What follows belongs to an exercise in optimizing a design on an open flow for a short achievable clock period and few clock cycles; a production flow would make more cautious choices. The RTL was checked by simulation tests, not by an equivalence proof against the original design. No activity file was given, so power comes from the tool's default toggle rates.

## flow/run.sh

```bash
#!/bin/bash
set -euo pipefail
MARGIN=${MARGIN:-7}
sed -e "s/SETUP_SLACK_MARGIN=[0-9.]*/SETUP_SLACK_MARGIN=$MARGIN \"BUFFER_PORTS_ARGS=-buffer_cell sky130_fd_sc_hd__buf_4\"/" standard.sh > standard_tuned.sh
bash standard_tuned.sh > standard.log 2>&1
```

## standard.sh

```bash
#!/bin/bash
# synth_recipe.tcl (not shown) runs the flow's synth.tcl, then flattens the netlist and writes it again
# the make line also repeats each setting of config.mk as NAME=value (left out here)
make -C /OpenROAD-flow-scripts/flow DESIGN_CONFIG=/design/flow/config.mk WORK_HOME=/design/flow/orfs CLKGATE_MAP_FILE= SYNTH_SCRIPT=/design/flow/synth_recipe.tcl "${@:-finish}"
```

## config.mk

```make
export PLATFORM = sky130hd
export DESIGN_NAME = rv_lite_core
export DESIGN_NICKNAME = rv_lite_core
export VERILOG_FILES = /design/flow/design.v
export SDC_FILE = /design/flow/constraint.sdc
export NUM_CORES = 4
export LEC_CHECK = 0
export ABC_CLOCK_PERIOD_IN_PS = 2500
export CAP_MARGIN = 20
export CORE_MARGIN = 2
export CORE_UTILIZATION = 40
export PLACE_DENSITY = 0.6
export SETUP_SLACK_MARGIN = 5
export SLEW_MARGIN = 20
```

## constraint.sdc

```tcl
create_clock -name core_clock -period 10.0 [get_ports {clk}]
set_input_delay 2.0000 -clock core_clock [delete_from_list [all_inputs] [get_ports {clk}]]
set_output_delay 2.0000 -clock core_clock [all_outputs]
set_load 0.01 [all_outputs]
```

## design.v

```verilog
`default_nettype none
package rv_lite_pkg;
  parameter int XLEN = 32;
  typedef logic [XLEN-1:0] word_t;
  typedef enum logic [6:0] {
    OP      = 7'b0110011,
    OP_IMM  = 7'b0010011,
    LUI     = 7'b0110111,
    AUIPC   = 7'b0010111,
    JAL     = 7'b1101111,
    JALR    = 7'b1100111,
    BRANCH  = 7'b1100011,
    LOAD    = 7'b0000011,
    STORE   = 7'b0100011,
    ILLEGAL = 7'b0000000    
  } opcode_t;
  typedef enum logic [3:0] {
    ALU_ADD   = 4'd0,
    ALU_SUB   = 4'd1,
    ALU_SLL   = 4'd2,
    ALU_SLT   = 4'd3,
    ALU_SLTU  = 4'd4,
    ALU_XOR   = 4'd5,
    ALU_SRL   = 4'd6,
    ALU_SRA   = 4'd7,
    ALU_OR    = 4'd8,
    ALU_AND   = 4'd9,
    ALU_PASSB = 4'd10    
  } alu_op_t;
  typedef enum logic [1:0] {
    MS_BYTE = 2'd0,
    MS_HALF = 2'd1,
    MS_WORD = 2'd2
  } mem_size_t;
  typedef enum logic [1:0] {
    ST_FETCH = 2'd0,
    ST_EXEC  = 2'd1,
    ST_MEM   = 2'd2
  } state_t;
endpackage
`default_nettype wire
`default_nettype none
module rv_lite_regfile
#(
  parameter int NREGS = 16
) (
  input  logic       clk,
  input  logic [3:0] i_rs1_addr,
  input  logic [3:0] i_rs2_addr,
  output rv_lite_pkg::word_t      o_rs1_data,
  output rv_lite_pkg::word_t      o_rs2_data,
  input  logic       i_we,         
  input  logic [3:0] i_rd_addr,
  input  rv_lite_pkg::word_t      i_rd_data
);
  rv_lite_pkg::word_t regs [1:NREGS-1];
  rv_lite_pkg::word_t rd1, rd2;
  always_comb begin
    rd1 = '0;
    rd2 = '0;
    for (int i = 1; i < NREGS; i++) begin
      if (i_rs1_addr == 4'(i)) rd1 = regs[i];
      if (i_rs2_addr == 4'(i)) rd2 = regs[i];
    end
  end
  assign o_rs1_data = (i_we && i_rd_addr == i_rs1_addr) ? i_rd_data : rd1;
  assign o_rs2_data = (i_we && i_rd_addr == i_rs2_addr) ? i_rd_data : rd2;
  always_ff @(posedge clk) begin
    for (int i = 1; i < NREGS; i++)
      if (i_we && i_rd_addr == 4'(i))
        regs[i] <= i_rd_data;
  end
endmodule
`default_nettype wire
`default_nettype none
module rv_lite_core
#(
  parameter int    NREGS    = 16,
  parameter logic [31:0] RESET_PC = '0
) (
  input  logic       clk,
  input  logic       xreset,
  output logic       o_imem_valid,
  output rv_lite_pkg::word_t      o_imem_addr,
  input  logic       i_imem_ready,
  input  rv_lite_pkg::word_t      i_imem_rdata,
  output logic       o_dmem_valid,
  output logic       o_dmem_we,
  output rv_lite_pkg::word_t      o_dmem_addr,
  output rv_lite_pkg::word_t      o_dmem_wdata,
  output logic [3:0] o_dmem_strb,
  input  logic       i_dmem_ready,
  input  rv_lite_pkg::word_t      i_dmem_rdata
);
  typedef logic [31:0] word_t;
  word_t      f_pc;        
  word_t      f_red;       
  logic       f_rsel;
  logic       bt_valid;
  logic [31:2] bt_pc, bt_tgt;
  logic       d_valid;
  word_t      d_ir;
  word_t      d_pc;
  word_t      e_pc;
  logic       d_bp;        
  logic [12:0] d_pcj_lo;               
  logic [12:0] d_pcb_lo;               
  word_t      d_pc4r;                  
  logic [31:12] d_hi_p1, d_hi_m1;      
  logic [31:21] d_hj_p1, d_hj_m1;      
  logic       d_jal, d_brb, d_jfar;    
  logic       e_valid;
  word_t      e_a, e_b, e_sd, e_alt;
  logic       e_add, e_sub, e_sll, e_srl, e_sra, e_slt, e_sltu, e_xor, e_or, e_and, e_link;
  logic       e_br, e_pred, e_jalr, e_load, e_store, e_skip1;
  logic       e_beq, e_bne, e_blt, e_bge, e_bltu, e_bgeu;
  logic [2:0] e_f3;
  logic [3:0] e_rd;
  logic       e_wen;
  logic       m_req, m_we, m_load, m_wen;
  word_t      m_addr, m_res, m_wdata;
  logic [3:0] m_strb;
  logic [2:0] m_f3;
  logic [3:0] m_rd;
  logic       w_wen;
  logic [3:0] w_rd;
  word_t      w_res;
  logic mstall;        
  logic lu_stall;      
  logic e_redir;       
  word_t e_tgt;
  logic d_redir;       
  word_t d_tgt;
  logic d_go;
  logic e_skip;        
  logic bt_hit;
  assign mstall = m_req && !i_dmem_ready;
  logic [7:0]  ld_byte;
  logic [15:0] ld_half;
  word_t       ld_data;
  assign bt_hit = bt_valid && (bt_pc == f_pc[31:2]);
  word_t f_ir, f_pc4;
  logic [12:0] f_pcj_lo;
  logic [12:0] f_pcb_lo;
  assign f_ir  = i_imem_rdata;
  assign f_pcj_lo = {1'b0, f_pc[11:0]} + {1'b0, f_ir[20], f_ir[30:21], 1'b0};
  assign f_pcb_lo = {1'b0, f_pc[11:0]} + {1'b0, f_ir[7], f_ir[30:25], f_ir[11:8], 1'b0};
  assign f_pc4 = f_pc + 32'd4;
  word_t f_seq;
  always_comb begin
    if (lu_stall)
      f_seq = f_pc;
    else if (d_want)
      f_seq = d_tgt;
    else if (i_imem_ready)
      f_seq = bt_hit ? {bt_tgt, 2'b00} : f_pc4;
    else
      f_seq = f_pc;
  end
  logic [6:0] op;
  logic [2:0] f3;
  logic [3:0] rs1, rs2, rd;
  logic is_op, is_opimm, is_lui, is_auipc, is_jal, is_jalr, is_br, is_load, is_store;
  logic use1, use2, d_wen;
  word_t imm_i, imm_s, imm_b, imm_u, imm_j;
  word_t rf1, rf2;
  word_t d_pc4, d_pcimm;
  assign op  = d_ir[6:0];
  assign f3  = d_ir[14:12];
  assign rd  = d_ir[10:7];
  assign rs1 = d_ir[18:15];
  assign rs2 = d_ir[23:20];
  assign is_op    = (op == 7'b0110011);
  assign is_opimm = (op == 7'b0010011);
  assign is_lui   = (op == 7'b0110111);
  assign is_auipc = (op == 7'b0010111);
  assign is_jal   = (op == 7'b1101111);
  assign is_jalr  = (op == 7'b1100111);
  assign is_br    = (op == 7'b1100011);
  assign is_load  = (op == 7'b0000011);
  assign is_store = (op == 7'b0100011);
  assign use1  = is_op || is_opimm || is_jalr || is_br || is_load || is_store;
  assign use2  = is_op || is_br || is_store;
  assign d_wen = (is_op || is_opimm || is_lui || is_auipc || is_jal || is_jalr || is_load) &&
                 (rd != 4'd0);
  assign imm_i = {{20{d_ir[31]}}, d_ir[31:20]};
  assign imm_s = {{20{d_ir[31]}}, d_ir[31:25], d_ir[11:7]};
  assign imm_b = {{19{d_ir[31]}}, d_ir[31], d_ir[7], d_ir[30:25], d_ir[11:8], 1'b0};
  assign imm_u = {d_ir[31:12], 12'h000};
  assign imm_j = {{11{d_ir[31]}}, d_ir[31], d_ir[19:12], d_ir[20], d_ir[30:21], 1'b0};
  assign d_pc4   = d_pc4r;
  word_t d_pcj, d_pcb;
  logic [9:0]   d_mj;
  logic [31:21] d_hj;
  logic [31:12] d_hb;
  assign d_mj = {1'b0, d_pc[20:12]} + {1'b0, d_ir[31], d_ir[19:12]} + {9'd0, d_pcj_lo[12]};
  always_comb begin
    case ({d_mj[9], d_ir[31]})
      2'b10:   d_hj = d_hj_p1;
      2'b01:   d_hj = d_hj_m1;
      default: d_hj = d_pc[31:21];
    endcase
    case ({d_pcb_lo[12], d_ir[31]})
      2'b10:   d_hb = d_hi_p1;
      2'b01:   d_hb = d_hi_m1;
      default: d_hb = d_pc[31:12];
    endcase
  end
  assign d_pcj   = {d_hj, d_mj[8:0], d_pcj_lo[11:0]};
  assign d_pcb   = {d_hb, d_pcb_lo[11:0]};
  assign d_pcimm = d_jal ? d_pcj : d_pcb;
  logic d_pred;
  assign d_pred  = d_brb;
  logic d_want;        
  assign d_want  = d_valid && (d_bp ? !d_pred : (d_pred || d_jfar));
  assign d_redir = d_go && d_want;
  assign d_tgt   = (d_jal || (d_pred && !d_bp)) ? d_pcimm : d_pc4;
  rv_lite_regfile #(.NREGS(NREGS)) u_regfile (
    .clk        (clk),
    .i_rs1_addr (rs1),   .i_rs2_addr (rs2),
    .o_rs1_data (rf1),   .o_rs2_data (rf2),
    .i_we       (w_wen), .i_rd_addr  (w_rd),  .i_rd_data (w_res)
  );
  logic h1_e, h1_m, h2_e, h2_m;
  word_t m_val, op1, op2;
  assign h1_e = e_valid && e_wen && (e_rd == rs1);
  assign h1_m = m_wen && (m_rd == rs1);
  assign h2_e = e_valid && e_wen && (e_rd == rs2);
  assign h2_m = m_wen && (m_rd == rs2);
  assign m_val = m_load ? ld_data : m_res;
  assign op1 = h1_m ? m_val : rf1;
  assign op2 = h2_m ? m_val : rf2;
  assign lu_stall = d_valid && e_valid && e_load && e_wen &&
                    ((use1 && e_rd == rs1) || (use2 && e_rd == rs2));
  assign d_go = d_valid && !lu_stall && !e_redir && !e_skip;
  word_t a, b, sd;
  word_t r_add, r_sub, r_sll, r_srl, r_sra, r_res;
  logic  eq, lt, ltu, taken;
  assign a  = e_a;
  assign b  = e_b;
  assign sd = e_sd;
  assign r_add = a + b;
  assign r_sub = a - b;
  assign r_sll = a << b[4:0];
  assign r_srl = a >> b[4:0];
  assign r_sra = word_t'($signed(a) >>> b[4:0]);
  assign eq    = (a == b);
  assign lt    = ($signed(a) < $signed(b));
  assign ltu   = (a < b);
  assign r_res = ({32{e_add}}  & r_add) |
                 ({32{e_sub}}  & r_sub) |
                 ({32{e_sll}}  & r_sll) |
                 ({32{e_srl}}  & r_srl) |
                 ({32{e_sra}}  & r_sra) |
                 ({32{e_slt}}  & {31'd0, lt}) |
                 ({32{e_sltu}} & {31'd0, ltu}) |
                 ({32{e_xor}}  & (a ^ b)) |
                 ({32{e_or}}   & (a | b)) |
                 ({32{e_and}}  & (a & b)) |
                 ({32{e_link}} & e_alt);
  assign taken = (e_beq && eq) || (e_bne && !eq) || (e_blt && lt) || (e_bge && !lt) ||
                 (e_bltu && ltu) || (e_bgeu && !ltu);
  logic e_skip_ok;
  assign e_skip_ok = e_skip1 && d_valid && !d_want && !d_bp;    
  assign e_skip  = e_valid && e_br && e_skip_ok && taken;
  assign e_redir = e_valid && (e_jalr || (e_br && (e_pred ? !taken : (taken && !e_skip_ok))));
  assign e_tgt   = e_jalr ? {r_add[31:1], 1'b0} : e_alt;
  word_t      st_data;
  logic [3:0] st_strb;
  always_comb begin
    case (e_f3[1:0])
      2'd0: begin
        st_data = {4{sd[7:0]}};
        st_strb = 4'b0001 << r_add[1:0];
      end
      2'd1: begin
        st_data = {2{sd[15:0]}};
        st_strb = r_add[1] ? 4'b1100 : 4'b0011;
      end
      default: begin
        st_data = sd;
        st_strb = 4'b1111;
      end
    endcase
  end
  assign o_imem_valid = 1'b1;
  assign o_imem_addr  = f_pc;
  assign o_dmem_valid = m_req;
  assign o_dmem_we    = m_we;
  assign o_dmem_addr  = m_addr;
  assign o_dmem_wdata = m_wdata;
  assign o_dmem_strb  = m_strb;
  always_comb begin
    case (m_addr[1:0])
      2'd0:    ld_byte = i_dmem_rdata[7:0];
      2'd1:    ld_byte = i_dmem_rdata[15:8];
      2'd2:    ld_byte = i_dmem_rdata[23:16];
      default: ld_byte = i_dmem_rdata[31:24];
    endcase
    ld_half = m_addr[1] ? i_dmem_rdata[31:16] : i_dmem_rdata[15:0];
    case (m_f3[1:0])
      2'd0:    ld_data = {{24{ld_byte[7] & !m_f3[2]}}, ld_byte};
      2'd1:    ld_data = {{16{ld_half[15] & !m_f3[2]}}, ld_half};
      default: ld_data = i_dmem_rdata;
    endcase
  end
  word_t rpc;
  assign rpc = e_valid ? e_pc : d_valid ? d_pc : f_pc;
  always_ff @(posedge clk) begin
    if (!xreset) begin
      f_pc     <= RESET_PC;
      f_rsel   <= 1'b0;
      bt_valid <= 1'b0;
      d_valid  <= 1'b0;
      e_valid  <= 1'b0;
      m_req    <= 1'b0;
      m_wen    <= 1'b0;
      w_wen    <= 1'b0;
    end else begin
      f_pc   <= mstall ? rpc : f_rsel ? f_red : f_seq;
      f_rsel <= e_redir && !mstall;
      if (d_valid && d_pred && !d_bp)
        bt_valid <= 1'b1;
      if (mstall || e_redir || f_rsel)
        d_valid <= 1'b0;
      else if (!lu_stall)
        d_valid <= i_imem_ready && !d_want;
      e_valid <= d_go && !mstall;
      if (!mstall) begin
        m_req <= e_valid && (e_load || e_store);
        m_wen <= e_valid && e_wen;
      end
      w_wen <= m_wen && !mstall;
    end
  end
  always_ff @(posedge clk) begin
    if (!lu_stall) begin
      d_ir <= i_imem_rdata;
      d_pc <= f_pc;
      d_bp <= bt_hit;
      d_pcj_lo <= f_pcj_lo;
      d_hi_p1  <= f_pc[31:12] + 20'd1;
      d_hi_m1  <= f_pc[31:12] - 20'd1;
      d_hj_p1  <= f_pc[31:21] + 11'd1;
      d_hj_m1  <= f_pc[31:21] - 11'd1;
      d_pcb_lo <= f_pcb_lo;
      d_pc4r <= f_pc4;
      d_jal  <= f_ir[6:0] == 7'b1101111;
      d_brb  <= f_ir[6:0] == 7'b1100011 && f_ir[31];
      d_jfar <= f_ir[6:0] == 7'b1101111 && f_ir[31:12] != 20'h00400;
    end
    if (d_valid && d_pred && !d_bp) begin
      bt_pc  <= d_pc[31:2];
      bt_tgt <= d_pcimm[31:2];
    end
    e_pc    <= d_pc;
    f_red   <= e_tgt;
    e_a     <= (use1 && h1_e) ? r_res :
               is_lui ? 32'd0 : (is_auipc || is_jal) ? d_pc : op1;
    e_b     <= (use2 && !is_store && h2_e) ? r_res :
               (is_op || is_br) ? op2 :
               is_store ? imm_s :
               (is_lui || is_auipc) ? imm_u :
               is_jal ? 32'd4 : imm_i;
    e_sd    <= h2_e ? r_res : op2;
    e_alt   <= (is_br && !d_pred) ? d_pcimm : d_pc4;
    e_skip1 <= !d_pred && (imm_b == 32'd8);
    e_add   <= !(is_op || is_opimm || is_jalr) || ((is_op || is_opimm) && f3 == 3'd0 && !(is_op && d_ir[30]));
    e_sub   <= is_op && f3 == 3'd0 && d_ir[30];
    e_sll   <= (is_op || is_opimm) && f3 == 3'd1;
    e_slt   <= (is_op || is_opimm) && f3 == 3'd2;
    e_sltu  <= (is_op || is_opimm) && f3 == 3'd3;
    e_xor   <= (is_op || is_opimm) && f3 == 3'd4;
    e_srl   <= (is_op || is_opimm) && f3 == 3'd5 && !d_ir[30];
    e_sra   <= (is_op || is_opimm) && f3 == 3'd5 && d_ir[30];
    e_or    <= (is_op || is_opimm) && f3 == 3'd6;
    e_and   <= (is_op || is_opimm) && f3 == 3'd7;
    e_link  <= is_jalr;
    e_br    <= is_br;
    e_pred  <= d_pred;
    e_jalr  <= is_jalr;
    e_load  <= is_load;
    e_store <= is_store;
    e_beq   <= f3 == 3'd0;
    e_bne   <= f3 == 3'd1;
    e_blt   <= f3 == 3'd4;
    e_bge   <= f3 == 3'd5;
    e_bltu  <= f3 == 3'd6;
    e_bgeu  <= f3 == 3'd7;
    e_f3    <= f3;
    e_rd    <= rd;
    e_wen   <= d_wen;
    if (!mstall) begin
      m_we    <= e_store;
      m_load  <= e_load;
      m_addr  <= r_add;
      m_wdata <= st_data;
      m_strb  <= e_store ? st_strb : 4'b0000;
      m_f3    <= e_f3;
      m_rd    <= e_rd;
    end
    m_res   <= r_res;
    w_res   <= m_load ? ld_data : m_res;
    w_rd    <= m_rd;
  end
endmodule
`default_nettype wire
```

==> notes.md, run 1 <==
outcome=no timing/DRC/antenna violations; asr flop ratio synth=0%; Final Cycle Share=36.9%; xor and xnor area share after synthesis=2.95%; Die Y=388 um; post-route cell area=0.0760 mm2; Worst R2R Setup Slack=6.31 ns; CTS Buffer Depth=3; Area after DPL=0.0632 mm2; Util after Layout=52.0%; DR pass1 iterations=10; minimum clock period=3.69 ns; post-synthesis sequential area ratio=51.8%; Synth Area in Compound Gates=19.6%; synthesized area=0.0590 mm2; non-filler cells, final=8074; port buffer count=169; PD cells=186 mW/mm2; total track usage=35.6%; #FFs+latches synth=1128; HPWL after detailed placement=176 mm; fmax=271 MHz; RSZ-0062 raised after global routing=true; Least-Margin Pin Slew=1.09 ns; largest net degree at the start of global routing=82; Synthesized Nets=5811; relative slew slack=26.7%; CP Capture Type=flop; Startpoint Class=flop; 1st-iter DRT viols=10528; max-slew violations=0; RePlAce Congestion=1.04; placed insts=7424; CTS tree=done; Pleak=28.0 nW; Die ar.=0.151 mm2; WS Path Type=flop to flop; Max rail drop VDD=0.144 mV; WP data arrival=4.29 ns; Gate Count Post-Synth=5607; yosys warns=3; Root Driver=clkbuf_16; post-synthesis adder-cell area fraction=2.96%; Rows=140; H-tree level count=3; Max FO, Critical Path=4; TNS Setup=0 ns; residual DRC count=0; vias in the first global route=50627; fraction of synthesized area in multiplexers=7.21%; Synth Area in Simple Gates=11.2%; largest family of logic cells by synthesized area=compound AO/OA/AOI/OAI gates; Via-to-Cell Ratio=6.85; gr ovfl total=0; first-pass GRT wire length=386 mm; Tightest Hold Check Type=flop to flop; Initial Utilization=40.4%; Worst-Skew Late Latency=0.78 ns; clock slew at reported path FFs=0.06 ns; clk sinks=1128; Clock Skews=0.0714 ns; WL/cell=35.0 um; Core ar.=0.146 mm2; Final Setup Violations=0; post-route ant nets=0; WP data required=10.60 ns; Fin. Hold Viols=0; area grow syn2layout=28.9%; antenna violations before repair=18; ys flop type=edfxtp_1; CTS Hold Bufs=0; Num CTS Buffers=117; WL final=283 mm; Avg Cell Area, Syn=10.5 um2; maxcap violations=0; synth unique cells=96; Chip Width=388 um; nets@finish=6250; Post-synth EDFFs=799; share of cells above drive strength 1=30.1%; total number of vias=55290; IO Pins=171
placed cells by master (no fill, tap or decap), drive strengths merged, types with 33 or more instances in the layout:
master / instances
edfxtp: 799
buf: 710
a21oi: 437
nor2: 427
nand2: 362
o21ai: 345
dfxtp: 329
inv: 215
mux2i: 189
a22oi: 182
clkbuf: 160
nor3: 158
mux2: 154
xnor2: 132
ha: 130
nand3: 127
a221oi: 105
a211oi: 77
o22ai: 74
xor2: 67
nor2b: 63
o211ai: 58
nand4: 54
o221ai: 54
nand2b: 51
clkinv: 50
a31oi: 48
a21o: 39
a222oi: 33
a221o: 33
through the flow:
stage / hold slack [ns] / setup WS (ns) / power, mW
floorplan: 0.375 / 5.38 / 7.37
global placement: 0.423 / 5.00 / 8.57
detailed placement: 0.420 / 4.94 / 8.59
CTS: 0.438 / 6.42 / 13.6
global route: 0.445 / 6.18 / 14.4
finish: 0.438 / 6.31 / 14.2
kinds of logic (layout without fill, tap and decap cells):
| group | count (synthesis) | after routing |
|---|---|---|
| AO/OA/AOI/OAI | 1731 | 1731 |
| XOR/XNOR | 199 | 199 |
| adder cells (fa/ha/maj) | 136 | 136 |
| buffers and inverters | 642 | 1173 |
| flip-flops | 1128 | 1128 |
| multiplexers | 371 | 371 |
| other | 1 | 15 |
| AND/OR/NAND/NOR | 1399 | 1404 |
where the power goes:
group | switching [mW] | total [mW] | internal, mW
Sequential | 0.582 | 6.17 | 5.59
Combinational | 2.06 | 3.53 | 1.47
Clock | 1.97 | 4.47 | 2.51
Total | 4.61 | 14.2 | 9.56
cells in the mapped netlist (48+ instances only):
| cell | count | area (um2) |
|---|---|---|
| o221ai_1 | 54 | 473 |
| mux2i_1 | 189 | 1890 |
| nor2b_1 | 62 | 388 |
| buf_2 | 53 | 265 |
| nand3_1 | 127 | 636 |
| o22ai_1 | 74 | 463 |
| inv_1 | 215 | 807 |
| a21oi_1 | 437 | 2190 |
| a22oi_1 | 182 | 1370 |
| a31oi_1 | 48 | 300 |
| nand2_1 | 362 | 1360 |
| buf_1 | 52 | 195 |
| nor2_1 | 424 | 1590 |
| o211ai_1 | 57 | 428 |
| dfxtp_1 | 329 | 6590 |
| xnor2_1 | 132 | 1160 |
| mux2_2 | 154 | 1730 |
| a211oi_1 | 76 | 571 |
| ha_1 | 130 | 1630 |
| xor2_1 | 67 | 587 |
| clkbuf_1 | 310 | 1160 |
| edfxtp_1 | 799 | 24000 |
| nand4_1 | 54 | 338 |
| nor3_1 | 158 | 791 |
| nand2b_1 | 51 | 319 |
| o21ai_0 | 342 | 1710 |
| a221oi_1 | 101 | 885 |
critical path: stages (launching register included):
cell and delay (ns):
edfxtp_1 0.38, buf_12 0.13, inv_4 0.03, fa_2 0.34, nor2b_1 0.13, o21a_1 0.18, o21ai_4 0.09, a2111oi_4 0.35
o21ai_2 0.11, a21bo_2 0.22, nand2b_4 0.11, inv_4 0.04, ha_4 0.18, buf_12 0.13, a22oi_2 0.18, o21ai_2 0.09
a21oi_4 0.27, nor2_1 0.07, a21oi_1 0.12, o221ai_1 0.15, a21oi_1 0.16, a21oi_1 0.07
final timing paths:
path            start        to  cells past startpoint
max          d_ir[12]  f_pc[22]                     21
min           e_f3[2]   m_f3[2]                      0
max reg2reg  d_ir[12]  f_pc[22]                     21
min reg2reg   e_f3[2]   m_f3[2]                      0
per-layer routing:
metal	GRT usage, %	wire length (um)
met1	49.0	106000
met2	48.3	111000
met3	13.2	46600
met4	19.0	18500
met5	0	75
what timing repair did:
action                                  4_1_cts  5_1_grt
endpoints found under the setup margin      603      410
setup buffers                               274      117
pin swaps                                   189      175
gates resized for setup                     883      345
gates cloned                                 22        7
final cells by class:
type                            count  area (um2)
Inverter                          222         957
Antenna cell                       14        35.0
Clock buffer                      154        3160
Timing Repair Buffer              729        7480
Sequential cell                  1128       30800
Tap cell                         1917        2400
Timing Repair inverter              6        67.6
Multi-Input combinational cell   3842       30400
Fill cell                       12641       70100
Clock inverter                     62         673
registers in the layout, indices dropped and copies added (netlist names), 19 cells and up:
register,flops
bt_pc,30
bt_tgt,30
d_hi_m1,19
d_hi_p1,20
d_ir,32
d_pc,32
d_pc4r,30
e_a,32
e_alt,32
e_b,32
e_pc,32
e_sd,32
f_pc,32
f_red,32
m_addr,32
m_res,32
m_wdata,32
u_regfile.regs,480
w_res,32
Testbench counts, summed over its fixed seeds: cycles 9,254.
==> inputs of run 2 (changes only) <==
--- a/design.v
+++ b/design.v
@@ -106,2 +106,3 @@
   logic [12:0] d_pcj_lo;               
+  logic [9:0]  d_mj0, d_mj1;           
   logic [12:0] d_pcb_lo;               
@@ -111,2 +112,3 @@
   logic       d_jal, d_brb, d_jfar;    
+  logic       d_brt;                   
   logic       e_valid;
@@ -195,3 +197,3 @@
   logic [31:12] d_hb;
-  assign d_mj = {1'b0, d_pc[20:12]} + {1'b0, d_ir[31], d_ir[19:12]} + {9'd0, d_pcj_lo[12]};
+  assign d_mj = d_pcj_lo[12] ? d_mj1 : d_mj0;
   always_comb begin
@@ -212,3 +214,3 @@
   logic d_pred;
-  assign d_pred  = d_brb;
+  assign d_pred  = d_brt;
   logic d_want;        
@@ -321,3 +323,3 @@
       f_rsel <= e_redir && !mstall;
-      if (d_valid && d_pred && !d_bp)
+      if (d_valid && d_brb && !d_bp)
         bt_valid <= 1'b1;
@@ -341,2 +343,4 @@
       d_pcj_lo <= f_pcj_lo;
+      d_mj0    <= {1'b0, f_pc[20:12]} + {1'b0, f_ir[31], f_ir[19:12]};
+      d_mj1    <= {1'b0, f_pc[20:12]} + {1'b0, f_ir[31], f_ir[19:12]} + 10'd1;
       d_hi_p1  <= f_pc[31:12] + 20'd1;
@@ -349,5 +353,9 @@
       d_brb  <= f_ir[6:0] == 7'b1100011 && f_ir[31];
+      d_brt  <= f_ir[6:0] == 7'b1100011 &&
+                (f_ir[31] || ((f_ir[19:15] == f_ir[24:20]) ?
+                              (f_ir[14:12] == 3'd0 || f_ir[14:12] == 3'd5 || f_ir[14:12] == 3'd7) :
+                              (f_ir[14:12] == 3'd1)));
       d_jfar <= f_ir[6:0] == 7'b1101111 && f_ir[31:12] != 20'h00400;
     end
-    if (d_valid && d_pred && !d_bp) begin
+    if (d_valid && d_brb && !d_bp) begin
       bt_pc  <= d_pc[31:2];
==> run 2 against run 1 <==
Largest power group unchanged. Power increased by 2.6%. Still clean. Count of clock-buffer cells in the layout up 11. Sequential share of layout area fell by 0.076 points. Critical path type is now primary input to flop.
==> notes.md, run 2 <==
most common cell after layout, fill and taps aside=edfxtp_1; total number of vias=55722; Rows=142; Post-synth EDFFs=820; minimum clock period=3.58 ns; DR pass1 iterations=10; ys flop type=edfxtp_1; Root Driver=clkbuf_16; Pleak=28.6 nW; fmax=280 MHz; maxcap violations=0; HPWL after detailed placement=179 mm; WS Path Type=primary input to flop; CP startpoint=i_dmem_rdata[7]; antenna violations before repair=18; reg2reg start=e_b[0]; total track usage=35.9%; port buffer count=169; #FFs+latches synth=1149; post-synthesis adder-cell area fraction=2.91%; post-synthesis sequential area ratio=51.9%; Tot Pwr=14.5 mW; relative slew slack=19.9%; first-pass GRT wire length=392 mm; CP Capture Type=flop; commonest cells after routing, fill and taps aside=edfxtp_1, buf_4, nand2_1; 1st-iter DRT viols=10431; max FFs per register=480; CTS tree=done; Worst Hold Slack=0.412 ns; Gate Count Post-Synth=5635; Synth Area in Compound Gates=18.9%; Via-to-Cell Ratio=6.79; Fill cells=13004; top cells by area, synth=edfxtp_1, dfxtp_1, o21ai_0; H-tree level count=3; dpl ws=5.19 ns; Num CTS Buffers=121; Clock Skews=0.0379 ns; Die Y=392 um; Avg Cell Area, Syn=10.7 um2; WL final=286 mm; Synthesized Nets=5840; fin worst setup slack=6.42 ns; Util after Layout=51.9%; CTS Buffer Depth=3; Least-Margin Pin Slew=1.19 ns; WP data required=10.61 ns; Tightest Hold Check Type=flop to flop; outcome=no timing/DRC/antenna violations; largest net degree at the start of global routing=95; vias in the first global route=51563; clk sinks=1149; TNS Setup=0 ns; Max rail drop VDD=0.138 mV; asr flop ratio synth=0%; post-synth top area share=41.0%; Worst-Skew Late Latency=0.78 ns; synthesized area=0.0601 mm2; fraction of synthesized area in multiplexers=7.84%; WP data arrival=4.19 ns; RePlAce Congestion=1.03; area grow syn2layout=29.2%; synth unique cells=104; Final Setup Violations=0; largest family of logic cells by synthesized area=compound AO/OA/AOI/OAI gates; xor and xnor area share after synthesis=3.15%; Largest Register=u_regfile.regs; Die ar.=0.153 mm2; clock slew at reported path FFs=0.06 ns; Core ar.=0.150 mm2; Synth Area in Simple Gates=11.3%; nets@finish=6290; Chip Width=392 um; Initial Utilization=40.2%; IO Pins=171; CTS Hold Bufs=0; WL/cell=34.9 um; Max FO, Critical Path=4; yosys warns=3; Fin. Hold Viols=0; count leader, synth=edfxtp_1; min-delay src=e_f3[2]; Final Cycle Share=35.8%; gr ovfl total=0; post-route ant nets=0; max-slew violations=0; PD cells=187 mW/mm2; share of cells above drive strength 1=29.9%; RSZ-0062 raised after global routing=true; cell taking the most area after synthesis=edfxtp_1; Post-synth top cells=edfxtp_1, nor2_1, nand2_1, o21ai_0, a21oi_1; Startpoint Class=primary input; residual DRC count=0
run 2: changes by cell type after synthesis, moves of 30 or more:
cell,before,now
a21oi_1,437,360
a31oi_1,48,92
inv_1,215,185
mux4_2,28,64
nand2_1,362,437
nor3_1,158,124
o21ai_0,342,373
run 2: through the flow:
step	area (um2)	std cells
global route	77700	8204
detailed placement	64400	7549
global placement	64400	7549
floorplan	61000	5635
CTS	75300	8077
finish	77700	8210
run 2: worst paths after layout:
| path | slack [ns] | endpoint | cells past startpoint |
|---|---|---|---|
| worst max register to register | 6.55 | e_valid | 15 |
| worst min register to register | 0.41 | m_f3[2] | 0 |
| worst min-delay path | 0.41 | m_f3[2] | 0 |
| worst max-delay path | 6.42 | e_a[13] | 9 |
run 2: area by class of cell:
type / count / area (um2) / share of cell area [%]
sequential: 1149 / 31400 / 40.5
multi-input combinational: 3879 / 31000 / 39.8
timing repair buffer: 741 / 7830 / 10.1
clock buffer: 165 / 3490 / 4.49
tap: 2016 / 2520 / 3.25
inverter: 190 / 802 / 1.03
clock inverter: 59 / 571 / 0.734
timing repair inverter: 3 / 41.3 / 0.0532
antenna: 8 / 20.0 / 0.0258
run 2: per-layer routing:
layer  global-route usage (%)  vias to the layer above  routed length [um]
met5                   0.0319                        -                  54
met2                     48.7                     5067              113000
met3                     13.0                     1096               46200
met1                     49.3                    27180              108000
met4                     19.3                        8               19800
li1                         -                    22371                   -
run 2: worst max-delay path, stage by stage:
cell,delay (ns)
buf_8,0.10
mux4_2,0.53
a21oi_4,0.17
nor2_4,0.06
o211ai_1,0.71
o21ai_2,0.20
o221ai_2,0.18
a211o_1,0.15
o21ai_2,0.09
run 2: where the power goes:
| group | total, mW | switching, mW | internal [mW] | leakage, nW |
|---|---|---|---|---|
| Combinational | 3.65 | 2.11 | 1.54 | 15.9 |
| Clock | 4.65 | 2.00 | 2.65 | 2.02 |
| Sequential | 6.23 | 0.555 | 5.68 | 10.7 |
run 2: kinds of logic (layout without fill, tap and decap cells):
| logic type | Yosys count | after routing |
|---|---|---|
| AOI/OAI and AO/OA | 1697 | 1699 |
| and+or+nand+nor | 1451 | 1452 |
| DFF | 1149 | 1149 |
| buffers and inverters | 610 | 1158 |
| muxes | 374 | 374 |
| xor gates and xnor gates | 216 | 216 |
| adders and majority gates | 137 | 137 |
| other | 1 | 9 |
run 2: timing repair:
action | 4_1_cts | 5_1_grt
endpoints found under the hold margin | 0 | 0
pin swaps | 203 | 195
gates resized for setup | 848 | 310
cloned | 33 | 3
setup buffers | 271 | 122
endpoints found under the setup margin | 607 | 484
Testbench counts of run 2, summed over its fixed seeds: cycles 9,109.
==> inputs of run 3 (changes only) <==
--- a/design.v
+++ b/design.v
@@ -116,2 +116,3 @@
   logic       e_add, e_sub, e_sll, e_srl, e_sra, e_slt, e_sltu, e_xor, e_or, e_and, e_link;
+  logic       e_addi;
   logic       e_br, e_pred, e_jalr, e_load, e_store, e_skip1;
@@ -216,5 +217,12 @@
   logic d_want;        
-  assign d_want  = d_valid && (d_bp ? !d_pred : (d_pred || d_jfar));
+  logic d_fuse, d_zero, d_ftk;
+  assign d_fuse  = is_br && f3[2:1] == 2'b00 && rs2 == 4'd0 &&
+                   e_valid && e_addi && e_wen && e_rd == rs1;
+  assign d_zero  = ((e_a ^ e_b) == {e_a[30:0] | e_b[30:0], 1'b0});
+  assign d_ftk   = f3[0] ? !d_zero : d_zero;
+  assign d_want  = d_valid && (d_fuse ? (d_ftk != d_bp) :
+                               d_bp ? !d_pred : (d_pred || d_jfar));
   assign d_redir = d_go && d_want;
-  assign d_tgt   = (d_jal || (d_pred && !d_bp)) ? d_pcimm : d_pc4;
+  assign d_tgt   = d_fuse ? (d_ftk ? d_pcb : d_pc4) :
+                   (d_jal || (d_pred && !d_bp)) ? d_pcimm : d_pc4;
   rv_lite_regfile #(.NREGS(NREGS)) u_regfile (
@@ -386,3 +394,4 @@
     e_link  <= is_jalr;
-    e_br    <= is_br;
+    e_br    <= is_br && !d_fuse;    
+    e_addi  <= is_opimm && f3 == 3'd0;
     e_pred  <= d_pred;
==> run 3 against run 2 <==
Highest routed layer unchanged. Largest cell class is now multi-input gates. Register-to-register slack got worse by 0.19 ns. Cell count increased by 1.3%. Worst hold slack got worse by 0.0099 ns. Power increased by 1.1%. Maximum frequency decreased by 1.9%. Sequential share of layout area decreased by 1.1 points. First-iteration DRC count about the same. Clock skew increased by 0.0032 ns.
==> notes.md, run 3 <==
residual DRC count=0; antenna violations before repair=23; Die ar.=0.154 mm2; Startpoint Class=flop; Fin. Hold Viols=0; Worst-Skew Late Latency=0.79 ns; Rows=142; CP startpoint=e_b[0]; outcome=no timing/DRC/antenna violations; relative slew slack=21.7%; minimum clock period=3.64 ns; Initial Utilization=40.3%; CP dominant cell by count=buf_6; Core ar.=0.150 mm2; worst path bufs/invs=5; WL final=289 mm; H-tree level count=3; WP data required=10.61 ns; max FFs per register=480; cell taking the most area after synthesis=edfxtp_1; CTS tree=done; post-synth top area share=40.8%; Tightest Hold Check Type=flop to flop; port buffer count=169; slowest CP cell=dfxtp_4; Final Setup Violations=0; top cells by area, synth=edfxtp_1, dfxtp_1, o21ai_0; max-slew violations=0; post-route ant nets=0; reg2reg start=e_b[0]; nets@finish=6396; maxcap violations=0; clock slew at reported path FFs=0.06 ns; WP data arrival=4.25 ns; Max rail drop VDD=0.143 mV; synth unique cells=101; WS Path Type=flop to flop; WL/cell=34.7 um; Post-synth EDFFs=820; ys flop type=edfxtp_1; DR pass1 iterations=13; largest net degree at the start of global routing=103; yosys warns=3; most common cell after layout, fill and taps aside=edfxtp_1; fmax=274 MHz; first-pass GRT wire length=395 mm; Avg Cell Area, Syn=10.7 um2; total track usage=36.0%; gr ovfl total=0; area grow syn2layout=32.3%; Synthesized Nets=5851; Pleak=29.8 nW; Least-Margin Pin Slew=1.17 ns; RePlAce Congestion=1.01; Largest Register=u_regfile.regs; cells along the critical path=buf_16 > buf_6 > buf_6 > ha_4 > inv_2 > fa_2 > nand2b_4 > a21o_1 > o221a_4 > buf_4 > o21a_2 > o211a_4 > o221ai_2 > a21boi_2 > mux2_2 > a21oi_4 > o21ai_1; 1st-iter DRT viols=10440; post-synthesis sequential area ratio=51.7%; #FFs+latches synth=1150; vias in the first global route=51803; Critical Path Max Stage Delay=0.36 ns; IO Pins=171; Die Y=393 um; CP Capture Type=flop; asr flop ratio synth=0%; Num CTS Buffers=120; share of cells above drive strength 1=32.7%; clk sinks=1150; commonest cells after routing, fill and taps aside=edfxtp_1, buf_4, nor2_1; RSZ-0062 raised after global routing=true; Post-synth top cells=edfxtp_1, nor2_1, nand2_1, o21ai_0, a21oi_1; total number of vias=55933; Chip Width=393 um; Clock Skews=0.0411 ns; synthesized area=0.0604 mm2; Final Cycle Share=36.4%; HPWL after detailed placement=178 mm; Root Driver=clkbuf_16; Max FO, Critical Path=4; count leader, synth=edfxtp_1; PD cells=184 mW/mm2; TNS Setup=0 ns; Worst Hold Slack=0.402 ns; Via-to-Cell Ratio=6.73; min-delay src=e_f3[2]; Gate Count Post-Synth=5646; cell family with most CP delay=compound AO/OA/AOI/OAI gates; CTS Buffer Depth=3
run 3: cell count changes after synthesis, sizes merged, moves of 19 or more:
cell / change
xor2: +27
nor2b: +19
a31oi: -36
o211ai: -24
nand2: -54
inv: +19
nor2: +32
run 3: final timing paths:
kind / end / slack (ns) / cells after the start
setup reg to reg: e_a[30] / 6.36 / 17
hold / removal: m_f3[2] / 0.40 / 0
setup / recovery: e_a[30] / 6.36 / 17
hold reg to reg: m_f3[2] / 0.40 / 0
run 3: cell type report:
| class | count | area (um2) |
|---|---|---|
| clock inverter | 57 | 611 |
| inverter | 210 | 877 |
| antenna | 6 | 15.0 |
| fill | 12759 | 70100 |
| timing repair buffer | 838 | 9230 |
| multi-input combinational | 3869 | 31700 |
| timing repair inverter | 2 | 17.5 |
| sequential | 1150 | 31500 |
| tap | 2016 | 2520 |
| clock buffer | 169 | 3430 |
run 3: timing repair:
action,CTS,global route
gates cloned,36,10
pin swaps,222,225
setup endpoints to repair,627,418
hold buffers,0,0
buffers inserted,363,126
gates resized for setup,967,427
run 3: cell families after synthesis:
logic type	Yosys count	share of synthesized area, %
xor gates and xnor gates	247	3.58
muxes	387	8.19
buffers and inverters	631	4.14
AOI/OAI and AO/OA	1676	18.6
DFF	1150	51.7
and+or+nand+nor	1417	10.9
adders and majority gates	137	2.90
other	1	0.00621
run 3: worst register-to-register path, stage by stage, from the launching register on:
cell      delay (ns)
dfxtp_4         0.36
buf_16          0.13
buf_6           0.13
buf_6           0.12
ha_4            0.17
inv_2           0.06
fa_2            0.23
nand2b_4        0.07
a21o_1          0.20
o221a_4         0.26
buf_4           0.13
o21a_2          0.25
o211a_4         0.27
o221ai_2        0.24
a21boi_2        0.12
mux2_2          0.33
a21oi_4         0.29
o21ai_1         0.12
run 3: per-stage QoR:
step	total power [mW]	instance area (um2)	setup slack, ns	utilization (%)	instances
finish	14.7	79900	6.36	53.3	8317
detailed placement	8.77	64700	5.04	43.1	7550
global placement	8.76	64700	5.04	43.1	7550
floorplan	7.56	61400	5.16	-	5646
global route	15.0	79900	6.32	53.3	8311
CTS	14.2	76800	6.44	51.2	8175
run 3: power by group:
part           internal (mW)  total [mW]  switching [mW]  leakage (nW)
Sequential              5.68        6.24           0.552          10.8
Clock                   2.63        4.63            2.00          2.00
Combinational           1.69        3.83            2.14          17.0
Total                   10.0        14.7            4.70          29.8
run 3: layer usage:
layer / vias up / track usage [%] / wire [um] / part of all wire, %
met3: 1091 / 12.0 / 45800 / 16
li1: 22542 / - / - / -
met1: 27236 / 49.0 / 106000 / 37
met4: 22 / 18.6 / 19900 / 6.9
met5: - / 0 / 148 / 0.051
met2: 5042 / 50.5 / 116000 / 40
Testbench counts of run 3, summed over its fixed seeds: cycles 8,899.
==> inputs of run 4 (changes only) <==
--- a/design.v
+++ b/design.v
@@ -106,3 +106,5 @@
   logic [12:0] d_pcj_lo;               
-  logic [9:0]  d_mj0, d_mj1;           
+  logic [9:0]  d_mj0, d_mj1;
+  logic [12:0] d_jlo_f;                
+  logic        d_jok;                  
   logic [12:0] d_pcb_lo;               
@@ -117,2 +119,4 @@
   logic       e_addi;
+  logic       e_kvv;                   
+  word_t      e_kv;                    
   logic       e_br, e_pred, e_jalr, e_load, e_store, e_skip1;
@@ -217,2 +221,4 @@
   logic d_want;        
+  word_t d_kv;
+  assign d_kv = is_lui ? {d_ir[31:12], 12'h000} : {d_pc[31:12] + d_ir[31:12], d_pc[11:0]};
   logic d_fuse, d_zero, d_ftk;
@@ -222,6 +228,18 @@
   assign d_ftk   = f3[0] ? !d_zero : d_zero;
-  assign d_want  = d_valid && (d_fuse ? (d_ftk != d_bp) :
-                               d_bp ? !d_pred : (d_pred || d_jfar));
+  logic d_jfuse, d_jup, d_jdn;
+  logic [12:0] d_jlo;
+  logic [31:12] d_jhi, e_kv_p1, e_kv_m1;
+  assign e_kv_p1 = e_kv[31:12] + 20'd1;
+  assign e_kv_m1 = e_kv[31:12] - 20'd1;
+  assign d_jfuse = is_jalr && d_jok && e_valid && e_kvv && e_wen && e_rd == rs1;
+  assign d_jlo   = d_jlo_f;
+  assign d_jup   = d_jlo[12] && !d_ir[31];
+  assign d_jdn   = !d_jlo[12] && d_ir[31];
+  assign d_jhi   = ({20{d_jup}} & e_kv_p1) | ({20{d_jdn}} & e_kv_m1) |
+                   ({20{!(d_jup || d_jdn)}} & e_kv[31:12]);
+  assign d_want  = d_valid && (d_jfuse || (d_fuse ? (d_ftk != d_bp) :
+                               d_bp ? !d_pred : (d_pred || d_jfar)));
   assign d_redir = d_go && d_want;
-  assign d_tgt   = d_fuse ? (d_ftk ? d_pcb : d_pc4) :
+  assign d_tgt   = d_jfuse ? {d_jhi, d_jlo[11:1], 1'b0} :
+                   d_fuse ? (d_ftk ? d_pcb : d_pc4) :
                    (d_jal || (d_pred && !d_bp)) ? d_pcimm : d_pc4;
@@ -351,2 +369,4 @@
       d_pcj_lo <= f_pcj_lo;
+      d_jlo_f  <= {1'b0, is_lui ? 12'd0 : d_pc[11:0]} + {1'b0, f_ir[31:20]};
+      d_jok    <= d_valid && (is_lui || is_auipc);
       d_mj0    <= {1'b0, f_pc[20:12]} + {1'b0, f_ir[31], f_ir[19:12]};
@@ -397,3 +417,5 @@
     e_pred  <= d_pred;
-    e_jalr  <= is_jalr;
+    e_jalr  <= is_jalr && !d_jfuse;    
+    e_kvv   <= is_lui || is_auipc;
+    e_kv    <= d_kv;
     e_load  <= is_load;
==> run 4 against run 3 <==
Global-route usage grew 1.1 points. Final area grew 6.4%. Critical path depth grew 2. Worst hold slack gained 0.00090 ns. Non-clock buffer count grew 159. Register-to-register slack lost 0.05 ns. Wire length grew 9.9%. Synthesized area grew 5.6%. Maximum frequency shrank 1.3%.
==> notes.md, run 4 <==
IO Pins=171; synthesized area=0.0638 mm2; Die ar.=0.163 mm2; post-synthesis sequential area ratio=50.3%; Fin. Hold Viols=0; Worst-Skew Late Latency=0.81 ns; HPWL after detailed placement=202 mm; Largest Register=u_regfile.regs; RSZ-0062 raised after global routing=true; Max FO, Critical Path=5; cell taking the most area after synthesis=edfxtp_1; Area after DPL=0.0684 mm2; Post-synth top cells=edfxtp_1, nor2_1, a21oi_1, nand2_1, o21ai_0; Least-Margin Pin Slew=1.14 ns; commonest cells after routing, fill and taps aside=edfxtp_1, buf_4, nor2_1; top cells by area, synth=edfxtp_1, dfxtp_1, a21oi_1; Via-to-Cell Ratio=6.78; most common cell after layout, fill and taps aside=edfxtp_1; 1st-iter DRT viols=11080; nets@finish=7004; DR pass1 iterations=14; Clock Skews=0.0467 ns; Critical Path Max Stage Delay=0.62 ns; WL/cell=35.5 um; Final Setup Violations=0; fmax=271 MHz; Worst R2R Setup Slack=6.31 ns; max-slew violations=0; Gate Count Post-Synth=6060; Die Y=403 um; area of the multi-input gates=0.0344 mm2; largest net degree at the start of global routing=90; Post-synth EDFFs=833; port buffer count=169; first-pass GRT wire length=428 mm; max FFs per register=480; Fill cells=13465; Core ar.=0.158 mm2; Root Driver=clkbuf_16; synth unique cells=100; CTS tree=done; post-route cell area=0.0850 mm2; Initial Utilization=40.3%; maxcap violations=0; outcome=no timing/DRC/antenna violations; H-tree level count=4; Pleak=31.6 nW; Tightest Hold Check Type=flop to flop; post-route ant nets=0; minimum clock period=3.69 ns; TNS Setup=0 ns; RePlAce Congestion=1.02; PD cells=181 mW/mm2; post-synth top area share=39.2%; CP Capture Type=flop; WP data required=10.70 ns; non-filler cells, final=8954; relative slew slack=23.8%; Startpoint Class=flop; CP dominant cell by count=buf_6; share of cells above drive strength 1=33.9%; area grow syn2layout=33.3%; Rows=146; Max rail drop VDD=0.197 mV; antenna violations before repair=29; CTS Hold Bufs=0; Reg area=0.0322 mm2; WL final=317 mm; Num CTS Buffers=135; placed insts=8064; clk sinks=1185; vias in the first global route=55508; gr ovfl total=0; clock slew at reported path FFs=0.07 ns; Avg Cell Area, Syn=10.5 um2; WS Path Type=flop to flop; #FFs+latches synth=1185; total number of vias=60707; total track usage=37.1%; CTS Buffer Depth=3; Synthesized Nets=6301; Chip Width=403 um; yosys warns=3; Final Cycle Share=36.9%; slowest CP cell=or4_4; cells along the critical path=buf_6 > inv_4 > ha_4 > xor2_2 > nand4_1 > or4_4 > buf_6 > o221ai_2 > nand2_2 > o21ai_4 > buf_6 > buf_12 > nand2_8 > buf_6 > o21ai_4 > buf_6 > buf_12 > a211oi_1 > a31o_1; count leader, synth=edfxtp_1; WP data arrival=4.39 ns; asr flop ratio synth=0%; ys flop type=edfxtp_1; residual DRC count=0
[run 4: changes by cell type after synthesis, moves of 19 or more]
cell / previous run / this run
a21oi_1: 365 / 427
o211ai_1: 51 / 79
ha_1: 132 / 166
o21ai_0: 378 / 399
dfxtp_1: 330 / 352
clkbuf_1: 299 / 326
inv_1: 200 / 219
or3_1: 14 / 40
o22ai_1: 76 / 41
nand2_1: 383 / 402
nand3_1: 121 / 149
[run 4: power by group]
part           total (mW)  switching, mW  internal [mW]
logic                3.93           2.24           1.69
registers            6.31          0.508           5.80
clock network        5.12           2.18           2.95
total                15.4           4.92           10.4
[run 4: logic make-up (layout without fill, tap and decap cells)]
group | count (synthesis) | after routing | share of synthesized area (%)
multiplexers | 389 | 389 | 7.86
AND/OR/NAND/NOR | 1538 | 1543 | 11.4
AO/OA/AOI/OAI | 1844 | 1844 | 19.3
buffers and inverters | 666 | 1472 | 4.11
XOR/XNOR | 264 | 264 | 3.62
adder cells (fa/ha/maj) | 173 | 173 | 3.48
other | 1 | 12 | 0.00588
flip-flops | 1185 | 1185 | 50.3
[run 4: final timing paths]
check	from	to	cells past startpoint
worst max-delay path	e_a[3]	f_pc[22]	19
worst min-delay path	e_f3[2]	m_f3[2]	0
worst max register to register	e_a[3]	f_pc[22]	19
worst min register to register	e_f3[2]	m_f3[2]	0
[run 4: worst max-delay path: cells and delay by family (launching register included)]
family | cells | cell delay (ns)
DFF | 1 | 0.32
AOI/OAI and AO/OA | 5 | 0.73
and+or+nand+nor | 4 | 0.97
adders and majority gates | 1 | 0.32
xor gates and xnor gates | 1 | 0.19
buffers and inverters | 8 | 1.04
[run 4: cell type report]
| class | instances | share of cell area [%] |
|---|---|---|
| clock buffers | 179 | 4.45 |
| repair inverters | 1 | 0.00589 |
| clock inverters | 66 | 0.857 |
| multi-input cells | 4214 | 40.4 |
| inverters | 229 | 1.16 |
| well taps | 2072 | 3.05 |
| diodes | 11 | 0.0324 |
| repair buffers | 997 | 12.1 |
| flip-flops and latches | 1185 | 37.9 |
[run 4: metrics by stage]
step                      power [mW]  hold WS [ns]  util, %  worst slack, ns
after global routing            15.6         0.410     53.7             6.26
after detailed placement        8.96         0.389     43.2             4.28
after floorplan                 7.67         0.364        -             4.96
after CTS                       14.8         0.403     51.6             6.43
final                           15.4         0.403     53.7             6.31
after global placement          8.95         0.397     43.2             4.38
[run 4: what timing repair did]
action                                  CTS  global route
setup endpoints to repair               666           526
gates cloned                             27            10
gates resized for setup                1077           433
pin swaps                               257           221
buffers inserted                        446           150
endpoints found under the hold margin     0             0
[run 4: per-layer routing]
layer  wire (um)  track usage, %  up-vias
met5          86           0.119        -
met4       24100            22.1       14
met3       47900            12.8     1173
met2      127000            51.5     5201
met1      118000            49.7    29839
li1            -               -    24480
Testbench counts of run 4, summed over its fixed seeds: cycles 8,757.

==> separate check: timing with driven ports <==
In the flow no input, the clock included, has a driving cell. The finished layouts below were timed again as built, in two steps. Step 1 (the two cells are an assumption about what drives the block):
set clk [get_ports {clk}]
set_driving_cell -lib_cell sky130_fd_sc_hd__clkbuf_16 $clk
set_driving_cell -lib_cell sky130_fd_sc_hd__buf_2 [delete_from_list [all_inputs] $clk]
Step 2, shift: input delay + t, output delay - t, t = (earliest + latest rising clock arrival at the registers) / 2. This alone moves slack from input paths to output paths. Slacks: ideal / step 1 / step 2; pairs: ideal / step 1.
| run | t, ns | slack for setup (ns) | hold WS [ns] | worst register clock-pin slew, ns | worst data-port slew with drivers (ns) |
|---|---|---|---|---|---|
| run 1 | 0.827 | 6.315 / 6.315 / 5.657 | 0.438 / 0.438 / 0.438 | 0.08 / 0.08 | 0.07 |
| run 2 | 0.850 | 6.423 / 6.373 / 5.523 | 0.412 / 0.412 / 0.412 | 0.07 / 0.07 | 0.21 |
| run 3 | 0.843 | 6.355 / 6.355 / 5.575 | 0.402 / 0.402 / 0.402 | 0.07 / 0.07 | 0.14 |
| run 4 | 0.877 | 6.308 / 6.308 / 5.499 | 0.403 / 0.403 / 0.403 | 0.07 / 0.07 | 0.06 |
After both steps every run listed still meets setup and hold. For run 2, which loses most, drivers alone change the setup slack by -0.050 ns; drivers and shift together by -0.900 ns.
